Background: an optimization exercise with open tools, aiming at small area. Do not read the settings as production practice.
Function was checked by simulation only, so behaviour that the tests miss may differ from the original.
Power is estimated from default activity; no workload was simulated.

xenon:
==> flow/design.v <==
package spq_pkg;
    localparam int CAPACITY   = 16;
    localparam int CNT_W      = $clog2(CAPACITY + 1);
    localparam int DATA_W     = 32;
    localparam int RING_N     = CAPACITY - 1;
    localparam logic       REQ_INSERT = 1'b0;
    localparam logic       REQ_REMOVE = 1'b1;
    localparam logic [1:0] STAT_DONE  = 2'd0;
    localparam logic [1:0] STAT_FULL  = 2'd1;
    localparam logic [1:0] STAT_EMPTY = 2'd2;
    localparam logic [DATA_W-1:0] VAL_MIN = '0;
endpackage
import spq_pkg::*;
module spq_ctrl (
    input  logic i_clk,
    input  logic i_rst_n,
    input  logic i_in_valid,
    input  logic i_req_type,
    input  logic i_out_stall,
    output logic o_in_stall,
    input  logic i_full,
    input  logic i_empty,
    input  logic i_slot_free,
    output logic o_acc,
    output logic o_ins_go,
    output logic o_rem_go,
    output logic o_scan,
    output logic o_clear,
    output logic o_out_valid
);
    logic       r_scan;
    logic       r_clear;
    logic [3:0] r_step;
    logic       r_out_valid;
    logic       last;
    logic       ready;
    assign last  = &r_step;
    assign ready = (i_req_type == REQ_REMOVE) || i_full || i_slot_free;
    assign o_in_stall = r_scan || r_clear || (r_out_valid && i_out_stall) || !ready;
    assign o_acc      = i_in_valid && !o_in_stall;
    assign o_ins_go   = o_acc && (i_req_type == REQ_INSERT) && !i_full;
    assign o_rem_go   = o_acc && (i_req_type == REQ_REMOVE) && !i_empty;
    assign o_scan     = r_scan;
    assign o_clear    = r_clear;
    assign o_out_valid = r_out_valid;
    always_ff @(posedge i_clk) begin
        if (!i_rst_n) begin
            r_scan      <= 1'b0;
            r_clear     <= 1'b1;
            r_step      <= '0;
            r_out_valid <= 1'b0;
        end else begin
            if (r_scan || r_clear) begin
                r_step <= r_step + 1'b1;
            end
            if (last) begin
                r_scan  <= 1'b0;
                r_clear <= 1'b0;
            end else if (o_ins_go || o_rem_go) begin
                r_scan  <= 1'b1;
            end
            if (o_acc) begin
                r_out_valid <= !(o_ins_go || o_rem_go);
            end else if (r_scan && last) begin
                r_out_valid <= 1'b1;
            end else if (!i_out_stall) begin
                r_out_valid <= 1'b0;
            end
        end
    end
endmodule
import spq_pkg::*;
module spq_datapath (
    input  logic                        i_clk,
    input  logic                        i_rst_n,
    input  logic                        i_req_type,
    input  logic signed [DATA_W-1:0]    i_value,
    input  logic                        i_acc,
    input  logic                        i_ins_go,
    input  logic                        i_rem_go,
    input  logic                        i_scan,
    input  logic                        i_clear,
    output logic                        o_full,
    output logic                        o_empty,
    output logic                        o_slot_free,
    output logic [1:0]                  o_status,
    output logic signed [DATA_W-1:0]    o_removed_value,
    output logic signed [DATA_W-1:0]    o_head_value,
    output logic                        o_head_valid,
    output logic [4:0]                  o_entry_count,
    output logic                        o_is_full,
    output logic                        o_is_empty
);
    logic [DATA_W*RING_N-1:0]  r_ring_n;
    logic [DATA_W-1:0]         r_head;
    logic [CNT_W-1:0]          r_count;
    logic [DATA_W-1:0]         slot;
    logic [DATA_W-1:0]         in_ob;
    logic [DATA_W-1:0]         head_val;
    logic [DATA_W-1:0]         ring_in;
    logic                      gt;
    logic                      take_min;
    logic                      swap;
    logic                      sel_head;
    logic                      sel_slot;
    assign slot        = ~r_ring_n[DATA_W-1:0];
    assign o_slot_free = (slot == VAL_MIN);
    assign o_full      = r_count[CNT_W-1];
    assign o_empty     = (r_count == '0);
    assign in_ob    = {~i_value[DATA_W-1], i_value[DATA_W-2:0]};
    assign head_val = {~r_head[DATA_W-1], r_head[DATA_W-2:0]};
    assign gt       = (slot > r_head);
    assign take_min = i_clear || i_rem_go;
    assign swap     = i_clear || i_rem_go || (i_scan && gt);
    assign sel_head = i_scan && gt;
    assign sel_slot = !sel_head && !take_min;
    assign ring_in  = (r_head & {DATA_W{sel_head}}) | (slot & {DATA_W{sel_slot}})
                    | (in_ob & {DATA_W{i_ins_go}});
    always_ff @(posedge i_clk) begin
        r_ring_n <= {~ring_in, r_ring_n[DATA_W*RING_N-1:DATA_W]};
        if (swap) begin
            r_head <= slot;
        end
        o_removed_value <= (head_val & {DATA_W{i_rem_go}}) | (o_removed_value & {DATA_W{!i_acc}});
        if (i_acc) begin
            o_status        <= (i_req_type == REQ_INSERT) ? (o_full ? STAT_FULL : STAT_DONE)
                                                          : (o_empty ? STAT_EMPTY : STAT_DONE);
        end
    end
    always_ff @(posedge i_clk) begin
        if (!i_rst_n) begin
            r_count <= '0;
        end else if (i_ins_go) begin
            r_count <= r_count + 1'b1;
        end else if (i_rem_go) begin
            r_count <= r_count - 1'b1;
        end
    end
    assign o_head_valid  = !o_empty;
    assign o_head_value  = {head_val[DATA_W-1] & !o_empty, head_val[DATA_W-2:0]};
    assign o_entry_count = r_count;
    assign o_is_full     = o_full;
    assign o_is_empty    = o_empty;
endmodule
import spq_pkg::*;
module sorted_priority_queue_unit (
    input  logic               i_clk,
    input  logic               i_rst_n,
    input  logic               i_in_valid,
    output logic               o_in_stall,
    input  logic               i_req_type,
    input  logic signed [31:0] i_value,
    output logic               o_out_valid,
    input  logic               i_out_stall,
    output logic [1:0]         o_status,
    output logic signed [31:0] o_removed_value,
    output logic signed [31:0] o_head_value,
    output logic               o_head_valid,
    output logic [4:0]         o_entry_count,
    output logic               o_is_full,
    output logic               o_is_empty
);
    logic full, empty, slot_free;
    logic acc, ins_go, rem_go, scan, clear;
    spq_ctrl u_ctrl (
        .i_clk       (i_clk),
        .i_rst_n     (i_rst_n),
        .i_in_valid  (i_in_valid),
        .i_req_type  (i_req_type),
        .i_out_stall (i_out_stall),
        .o_in_stall  (o_in_stall),
        .i_full      (full),
        .i_empty     (empty),
        .i_slot_free (slot_free),
        .o_acc       (acc),
        .o_ins_go    (ins_go),
        .o_rem_go    (rem_go),
        .o_scan      (scan),
        .o_clear     (clear),
        .o_out_valid (o_out_valid)
    );
    spq_datapath u_datapath (
        .i_clk           (i_clk),
        .i_rst_n         (i_rst_n),
        .i_req_type      (i_req_type),
        .i_value         (i_value),
        .i_acc           (acc),
        .i_ins_go        (ins_go),
        .i_rem_go        (rem_go),
        .i_scan          (scan),
        .i_clear         (clear),
        .o_full          (full),
        .o_empty         (empty),
        .o_slot_free     (slot_free),
        .o_status        (o_status),
        .o_removed_value (o_removed_value),
        .o_head_value    (o_head_value),
        .o_head_valid    (o_head_valid),
        .o_entry_count   (o_entry_count),
        .o_is_full       (o_is_full),
        .o_is_empty      (o_is_empty)
    );
endmodule
==> flow/config.mk <==
export PLATFORM = sky130hd
export DESIGN_NAME = sorted_priority_queue_unit
export DESIGN_NICKNAME = sorted_priority_queue_unit
export VERILOG_FILES = /design/flow/design.v
export SDC_FILE = /design/flow/constraint.sdc
export NUM_CORES = 4
export LEC_CHECK = 0
export CAP_MARGIN = 20
export CORE_MARGIN = 2
export CORE_UTILIZATION = 70
export PLACE_DENSITY = 0.85
export SLEW_MARGIN = 20
==> flow/constraint.sdc <==
create_clock -name core_clock -period 10.0 [get_ports {i_clk}]
set_input_delay 2.0000 -clock core_clock [delete_from_list [all_inputs] [get_ports {i_clk}]]
set_output_delay 2.0000 -clock core_clock [all_outputs]
set_load 0.01 [all_outputs]
standard.sh (not shown) runs the stock make flow with config.mk's settings and CLKGATE_MAP_FILE= SYNTH_SCRIPT=/design/flow/synth_recipe.tcl, a recipe that flattens the netlist after the stock synthesis.
==> flow/flow/run.sh <==
#!/bin/bash
# Layout flow: the standard synthesis, then the combinational cells
# between the registers are re-mapped for area with ABC (registers, their
# names and cell types are kept as the standard synthesis made them), then
# the standard ORFS layout with two changes: port buffers use the smallest
# buffer cell, and clock tree synthesis uses sink clusters without dummy loads.
# Logs: 1_standard_synth.log, 2_remap_yosys.log, 3_standard_finish.log here,
# and each ORFS step's log under orfs/logs.
set -euo pipefail
export BUFFER_PORTS_ARGS="-buffer_cell sky130_fd_sc_hd__buf_1"
export CTS_ARGS="-sink_clustering_enable -repair_clock_nets -dont_use_dummy_load -buf_list sky130_fd_sc_hd__clkbuf_8 -sink_clustering_size 20 -sink_clustering_max_diameter 80"
LIB=$FLOW_HOME/platforms/$FLOW_PLATFORM/lib/sky130_fd_sc_hd__tt_025C_1v80.lib
RES=orfs/results/$FLOW_PLATFORM/sorted_priority_queue_unit/base

bash standard.sh synth > 1_standard_synth.log 2>&1
cp $RES/1_2_yosys.v 1_2_yosys_standard.v

DU=""
for c in sky130_fd_sc_hd__probe_p_8 sky130_fd_sc_hd__probec_p_8 sky130_fd_sc_hd__lpflow_bleeder_1 sky130_fd_sc_hd__lpflow_clkbufkapwr_1 sky130_fd_sc_hd__lpflow_clkbufkapwr_16 sky130_fd_sc_hd__lpflow_clkbufkapwr_2 sky130_fd_sc_hd__lpflow_clkbufkapwr_4 sky130_fd_sc_hd__lpflow_clkbufkapwr_8 sky130_fd_sc_hd__lpflow_clkinvkapwr_1 sky130_fd_sc_hd__lpflow_clkinvkapwr_16 sky130_fd_sc_hd__lpflow_clkinvkapwr_2 sky130_fd_sc_hd__lpflow_clkinvkapwr_4 sky130_fd_sc_hd__lpflow_clkinvkapwr_8 sky130_fd_sc_hd__lpflow_decapkapwr_12 sky130_fd_sc_hd__lpflow_decapkapwr_3 sky130_fd_sc_hd__lpflow_decapkapwr_4 sky130_fd_sc_hd__lpflow_decapkapwr_6 sky130_fd_sc_hd__lpflow_decapkapwr_8 sky130_fd_sc_hd__lpflow_inputiso0n_1 sky130_fd_sc_hd__lpflow_inputiso0p_1 sky130_fd_sc_hd__lpflow_inputiso1n_1 sky130_fd_sc_hd__lpflow_inputiso1p_1 sky130_fd_sc_hd__lpflow_inputisolatch_1 sky130_fd_sc_hd__lpflow_isobufsrc_1 sky130_fd_sc_hd__lpflow_isobufsrc_16 sky130_fd_sc_hd__lpflow_isobufsrc_2 sky130_fd_sc_hd__lpflow_isobufsrc_4 sky130_fd_sc_hd__lpflow_isobufsrc_8 sky130_fd_sc_hd__lpflow_isobufsrckapwr_16 sky130_fd_sc_hd__lpflow_lsbuf_lh_hl_isowell_tap_1 sky130_fd_sc_hd__lpflow_lsbuf_lh_hl_isowell_tap_2 sky130_fd_sc_hd__lpflow_lsbuf_lh_hl_isowell_tap_4 sky130_fd_sc_hd__lpflow_lsbuf_lh_isowell_4 sky130_fd_sc_hd__lpflow_lsbuf_lh_isowell_tap_1 sky130_fd_sc_hd__lpflow_lsbuf_lh_isowell_tap_2 sky130_fd_sc_hd__lpflow_lsbuf_lh_isowell_tap_4 sky130_fd_sc_hd__fill_1 sky130_fd_sc_hd__fill_2 sky130_fd_sc_hd__fill_4 sky130_fd_sc_hd__fill_8 sky130_fd_sc_hd__conb_1 sky130_fd_sc_hd__conb_1 sky130_fd_sc_hd__buf_4 sky130_fd_sc_hd__buf_1 ; do DU="$DU -dont_use $c"; done
sed "s#@LIB@#$LIB#g; s#@DU@#$DU#; s#@IN@#1_2_yosys_standard.v#; s#@OUT@#1_2_yosys_remap.v#" flow/remap.ys.in > remap.ys
yosys -s remap.ys > 2_remap_yosys.log 2>&1
cp 1_2_yosys_remap.v $RES/1_2_yosys.v
rm -f $RES/1_synth.odb $RES/1_synth.sdc

bash standard.sh finish > 3_standard_finish.log 2>&1
Other scripts of this flow, unchanged in this note and not shown: flow/flow/area.abc, flow/flow/remap.ys.in
Relative to xenon, the following input files were edited for raven:
- changing CORE_UTILIZATION from 70 to 40
- changing PLACE_DENSITY from 0.85 to 0.8
-- flow/flow/run.sh --
<<< xenon, line 11
export CTS_ARGS="-sink_clustering_enable -repair_clock_nets -dont_use_dummy_load -buf_list sky130_fd_sc_hd__clkbuf_8 -sink_clustering_size 20 -sink_clustering_max_diameter 80"
>>> raven, line 11
export CTS_ARGS="-sink_clustering_enable -repair_clock_nets -dont_use_dummy_load -buf_list sky130_fd_sc_hd__clkbuf_8 -sink_clustering_size 22 -sink_clustering_max_diameter 60"
[summary]
xenon -> raven: count of standard-cell rows increased by more than a quarter
| fraction of the cycle the final worst path needs | lower: xenon |
In the reports for xenon and raven, the smaller TritonCTS buffer count belongs to xenon.
raven reached the final stage; the timing, design-rule and antenna checks on its layout passed.
Relative to xenon, the total power of raven is higher by about 2%.
Changes in lagoon relative to raven:
- PLACE_DENSITY removed (was 0.8)
-- flow/flow/run.sh --
<<< raven, line 11
export CTS_ARGS="-sink_clustering_enable -repair_clock_nets -dont_use_dummy_load -buf_list sky130_fd_sc_hd__clkbuf_8 -sink_clustering_size 22 -sink_clustering_max_diameter 60"
>>> lagoon, line 11
export CTS_ARGS="-sink_clustering_enable -repair_clock_nets -dont_use_dummy_load -buf_list sky130_fd_sc_hd__clkbuf_8 -sink_clustering_size 20 -sink_clustering_max_diameter 80"
==> comparison <==
- Max worst setup slack before clock tree synthesis across lagoon and raven: raven
- Run comparison: raven slowest library cell on the worst path edfxtp_1; lagoon slowest library cell on the worst path or3_2
- lagoon against raven: sequential share of layout area increased by 0.34 points relative to the old numbers; count of plain and timing-repair buffers -1; first-pass GRT wire length went down by 0.96%.
- Final wirelength, lagoon and raven: lower on lagoon
- lagoon vs raven on upper clock frequency limit: lagoon is the higher one.
- Re peak supply drop: lagoon and raven aren't equal, and the lower value belongs to lagoon.
- Compared with raven, lagoon instantiates a smaller number of cells.
Input changes introduced in garnet (baseline for comparison: lagoon):
- an added PLACE_DENSITY of 0.85
- a change of CORE_UTILIZATION from 40 to 70
-- flow/flow/run.sh --
<<< lagoon, line 11
export CTS_ARGS="-sink_clustering_enable -repair_clock_nets -dont_use_dummy_load -buf_list sky130_fd_sc_hd__clkbuf_8 -sink_clustering_size 20 -sink_clustering_max_diameter 80"
>>> garnet, line 11
export CTS_ARGS="-sink_clustering_enable -repair_clock_nets -dont_use_dummy_load -buf_list sky130_fd_sc_hd__clkbuf_8 -sink_clustering_size 22 -sink_clustering_max_diameter 45"
Notes after the runs:
Between lagoon and garnet, the flow reports number of buffers created by CTS increasing by more than 10%.
Register-to-register slack (lower): lagoon
The area of the die of garnet falls short of that of lagoon by 42%.
Summary — total power, garnet relative to lagoon: higher, by 0.000051 W.
garnet -> lagoon: total count of hold-check failures in the final report delta 0, exact match
In garnet, the sequential share of layout area came out 0.96 points above the value in lagoon.
Final wirelength down about 5% in garnet wrt lagoon
Worst setup slack after layout (lower): lagoon
Routed via count up about 1.5% in garnet wrt lagoon
The run showing the smaller clock skew is lagoon.
[inputs] nickel vs garnet
- changing CORE_UTILIZATION from 70 to 40
- removing PLACE_DENSITY (formerly 0.85)
-- flow/flow/run.sh --
<<< garnet, line 11
export CTS_ARGS="-sink_clustering_enable -repair_clock_nets -dont_use_dummy_load -buf_list sky130_fd_sc_hd__clkbuf_8 -sink_clustering_size 22 -sink_clustering_max_diameter 45"
>>> nickel, line 11
export CTS_ARGS="-sink_clustering_enable -repair_clock_nets -dont_use_dummy_load -buf_list sky130_fd_sc_hd__clkbuf_8 -sink_clustering_size 20 -sink_clustering_max_diameter 60"
--- outcome ---
- There was hardly any difference in total power between garnet and nickel.
- Compared to garnet, nickel has peak per-stage delay on the critical path 70 ps higher.
- Global routing usage summed across all routing layers, nickel and garnet: larger value in garnet
- Re number of buffers created by CTS: garnet was higher than nickel.
- Looking at register fraction of the total cell area, nickel sits below garnet.
- Switching part of the total power up 0.17 points in nickel wrt garnet
- Detailed-placement wirelength estimate deteriorates in nickel relative to garnet.
- The first-pass GRT wire length in nickel sits about 4% above the value recorded for garnet.

==> port drivers added, routing unchanged <==
No port has a modelled driver above. Below, the same layouts with a new extraction and two added sets of constraints.
Step 1 (the two cells are an assumption about what drives the block):
set clk [get_ports {i_clk}]
set_driving_cell -lib_cell sky130_fd_sc_hd__clkbuf_16 $clk
set_driving_cell -lib_cell sky130_fd_sc_hd__buf_2 [delete_from_list [all_inputs] $clk]
Step 2 moves the port delays by t, midway between the first and last clock arrival at a register: inputs arrive t later, outputs are due t later. That takes back most of the time a late clock gives input paths.
a / b / c = ideal ports / drivers / drivers and shift; a / b = the first two.
run | t (ns) | slack for setup (ns) | hold slack, ns | worst setup path at the end
xenon | 0.627 | 4.904 / 4.904 / 4.904 | 0.328 / 0.328 / 0.328 | register to register
raven | 0.573 | 4.593 / 4.593 / 4.593 | 0.256 / 0.256 / 0.256 | register to register
lagoon | 0.645 | 4.688 / 4.688 / 4.688 | 0.325 / 0.325 / 0.325 | register to register
garnet | 0.580 | 4.936 / 4.936 / 4.936 | 0.279 / 0.279 / 0.279 | register to register
nickel | 0.575 | 4.711 / 4.711 / 4.711 | 0.297 / 0.297 / 0.297 | register to register
After both steps every run listed still meets setup and hold.
